From an optimization exercise on the open Yosys and OpenROAD flow, aimed at small area and a short achievable clock period; shortcuts taken in it are not production practice.
In this exercise RTL edits were held to simulation tests only and were not proved equivalent to the original.

==> module opcodeWindow, before the edit <==
module opcodeWindow (
    input  logic                        clk,
    input  logic                        reset,
    input  logic [7:0]                  instr,
    input  logic                        creditReturn,
    output logic [wlcPkg::EntryW-1:0]   pushData,
    output logic                        push,
    output logic                        noCredits,
    output logic [15:0]                 droppedWindows
);
    logic       valid;
    logic [6:0] opcode;
    logic       isCompute, isMem, isControl;
    logic       ended;         
    logic [3:0] total;         
    logic [3:0] totalEff;
    logic [4:0] idleSeq;       
    logic [2:0] credits;
    logic       vCompute, vMem, vControl;    
    logic windowFull, idleFire, windowEnd, canSend;
    assign valid  = instr[7];
    assign opcode = instr[6:0];
    assign isCompute = (opcode == wlcPkg::OpAluReg) || (opcode == wlcPkg::OpAluImm);
    assign isMem     = (opcode == wlcPkg::OpLoad) || (opcode == wlcPkg::OpStore);
    assign isControl = (opcode == wlcPkg::OpBranch) || (opcode == wlcPkg::OpJal) ||
                       (opcode == wlcPkg::OpJalr);
    assign totalEff   = ended ? 4'd0 : total;
    assign windowFull = valid && (totalEff == 4'd15);
    assign idleFire   = !valid && (idleSeq == 5'd31);
    assign windowEnd  = windowFull || idleFire;
    assign canSend    = (credits != 3'd0);
    assign noCredits  = !canSend;
    logic [2:0] creditsKeep, creditsSend;
    assign creditsKeep = credits + 3'(creditReturn);
    assign creditsSend = credits - 3'(!creditReturn);
    always_ff @(posedge clk) begin
        if (!reset) begin
            ended          <= 1'b1;
            idleSeq        <= 5'd8;
            credits        <= 3'd4;
            push           <= 1'b0;
            droppedWindows <= '0;
        end else begin
            ended   <= windowEnd;
            if (valid) begin
                idleSeq <= 5'd8;
            end else if (idleSeq != 5'd0) begin
                idleSeq <= idleSeq + 5'd1;
            end
            credits <= (windowEnd && canSend) ? creditsSend : creditsKeep;
            push    <= windowEnd && canSend;
            if (windowEnd && !canSend) begin
                droppedWindows <= droppedWindows + 16'd1;
            end
        end
    end
    logic [7:0] computeY, memY, controlY;
    logic       computeOdd, memOdd, controlOdd;
    logic [7:0] computeYInc, memYInc, controlYInc;
    logic [7:0] computeYNext, memYNext, controlYNext;
    logic       computeOddNext, memOddNext, controlOddNext;
    assign computeYInc = computeY + (vCompute ? {4'd0, 3'b110, computeOdd} : 8'd0);
    assign memYInc     = memY + (vMem ? {4'd0, 3'b110, memOdd} : 8'd0);
    assign controlYInc = controlY + (vControl ? {4'd0, 3'b110, controlOdd} : 8'd0);
    assign computeYNext   = ended ? 8'd0 : computeYInc;
    assign memYNext       = ended ? 8'd0 : memYInc;
    assign controlYNext   = ended ? 8'd0 : controlYInc;
    assign computeOddNext = !ended && (computeOdd ^ vCompute);
    assign memOddNext     = !ended && (memOdd ^ vMem);
    assign controlOddNext = !ended && (controlOdd ^ vControl);
    logic [7:0]  divY;
    logic        divOdd;
    logic [7:0]  dividendLow;
    logic [3:0]  remCur;
    logic [4:0]  rem2;
    logic        qBit;
    logic [3:0]  rem;
    logic [22:0] quot;
    logic [23:0] tolls;
    always_comb begin
        case (idleSeq[4:3])
            2'd1:    begin divY = computeYNext; divOdd = computeOddNext; end
            2'd2:    begin divY = memYNext;     divOdd = memOddNext;     end
            default: begin divY = controlYNext; divOdd = controlOddNext; end
        endcase
    end
    assign dividendLow = {divY[3:0], divOdd, 3'd0};
    assign remCur   = (idleSeq[2:0] == 3'd0) ? divY[7:4] : rem;
    assign rem2     = {remCur, dividendLow[3'd7 - idleSeq[2:0]]};
    assign qBit     = (totalEff != 4'd0) && (rem2 >= 5'(totalEff));
    assign tolls    = {quot, qBit};
    always_ff @(posedge clk) begin
        total      <= valid ? totalEff + 4'd1 : totalEff;
        vCompute   <= valid && isCompute;
        vMem       <= valid && isMem;
        vControl   <= valid && isControl;
        computeOdd <= computeOddNext;
        memOdd     <= memOddNext;
        controlOdd <= controlOddNext;
        if (idleFire) begin
            computeY <= tolls[23:16];
            memY     <= tolls[15:8];
            controlY <= tolls[7:0];
        end else begin
            computeY <= computeYNext;
            memY     <= memYNext;
            controlY <= controlYNext;
        end
        rem  <= qBit ? 4'(rem2 - 5'(totalEff)) : rem2[3:0];
        quot <= tolls[22:0];
    end
    assign pushData = {computeYInc, memYInc, controlYInc, !idleSeq[3]};
endmodule
clock: 45.0 ns
lec_check: 0
cap_margin: 20
core_margin: 2
core_utilization: 65
slew_margin: 20
standard.sh (not shown) runs the stock make flow with config.mk's settings and CLKGATE_MAP_FILE= SYNTH_SCRIPT=/design/flow/synth_recipe.tcl, a recipe that flattens the netlist after the stock synthesis.
==> flow/flow/run.sh <==
#!/bin/bash
# Standard layout, with plain buf_1 cells as the port buffers and a clock tree
# of fewer, larger leaf clusters without dummy loads.
set -euo pipefail
bash standard.sh \
  "BUFFER_PORTS_ARGS=-buffer_cell sky130_fd_sc_hd__buf_1" \
  "CTS_ARGS=-sink_clustering_enable -repair_clock_nets -buf_list sky130_fd_sc_hd__clkbuf_8 -sink_clustering_size 20 -sink_clustering_max_diameter 50 -dont_use_dummy_load" \
  SETUP_SLACK_MARGIN=34.9 \
  finish > standard.log 2>&1
Then changed:
--- a/flow/design.v
+++ b/flow/design.v
@@ -32,35 +32,35 @@
     logic [6:0] opcode;
     logic       isCompute, isMem, isControl;
     logic       ended;         
     logic [3:0] total;         
     logic [3:0] totalEff;
     logic [4:0] idleSeq;       
-    logic [2:0] credits;
+    logic [3:0] credits;       
     logic       vCompute, vMem, vControl;    
     logic windowFull, idleFire, windowEnd, canSend;
     assign valid  = instr[7];
     assign opcode = instr[6:0];
     assign isCompute = (opcode == wlcPkg::OpAluReg) || (opcode == wlcPkg::OpAluImm);
     assign isMem     = (opcode == wlcPkg::OpLoad) || (opcode == wlcPkg::OpStore);
     assign isControl = (opcode == wlcPkg::OpBranch) || (opcode == wlcPkg::OpJal) ||
                        (opcode == wlcPkg::OpJalr);
     assign totalEff   = ended ? 4'd0 : total;
     assign windowFull = valid && (totalEff == 4'd15);
     assign idleFire   = !valid && (idleSeq == 5'd31);
     assign windowEnd  = windowFull || idleFire;
-    assign canSend    = (credits != 3'd0);
+    assign canSend    = credits[0];
     assign noCredits  = !canSend;
-    logic [2:0] creditsKeep, creditsSend;
-    assign creditsKeep = credits + 3'(creditReturn);
-    assign creditsSend = credits - 3'(!creditReturn);
+    logic [3:0] creditsKeep, creditsSend;
+    assign creditsKeep = creditReturn ? {credits[2:0], 1'b1} : credits;
+    assign creditsSend = creditReturn ? credits : {1'b0, credits[3:1]};
     always_ff @(posedge clk) begin
         if (!reset) begin
             ended          <= 1'b1;
             idleSeq        <= 5'd8;
-            credits        <= 3'd4;
+            credits        <= 4'b1111;
             push           <= 1'b0;
             droppedWindows <= '0;
         end else begin
             ended   <= windowEnd;
             if (valid) begin
                 idleSeq <= 5'd8;
The changed run ran to the end with no violations.
Worst setup slack improved by 0.23 ns.
Area after synthesis drops by 0.42%.
Core utilization drops by 0.93 points.
Via count drops by 1.6%.
Final cell count drops by 0.84%.
Final area drops by 1.6%.
Global-route usage drops by 0.80 points.
Flip-flop and latch count climbs by 1.
Non-clock buffer count drops by 5.
Critical path depth drops by 10.
Wire length drops by 4.4%.
Clock-buffer cell count drops by 2.

## re-timing with driven ports
Ports are ideal in the flow. The routed layouts listed here were re-timed in OpenROAD. Step 1 sets driving cells, clkbuf_16 on the clock port and buf_2 on the other inputs (assumed; they add their load-dependent delay and slew). Step 2, shift: input delay + t, output delay - t, t = (earliest + latest rising clock arrival at the registers) / 2. This alone moves slack from input paths to output paths. Three values: ideal, step 1, step 2; two values: the first two.
run | t, ns | setup WS [ns] | cell pins on the clock port's net
the first run | 0.549 | 34.718 / 34.704 / 34.155 | 1
the second run | 0.546 | 34.944 / 34.906 / 34.466 | 1
After both steps setup and hold are still met in every run listed. For the first run, which loses most, drivers alone change the setup slack by -0.014 ns; drivers and shift together by -0.563 ns.
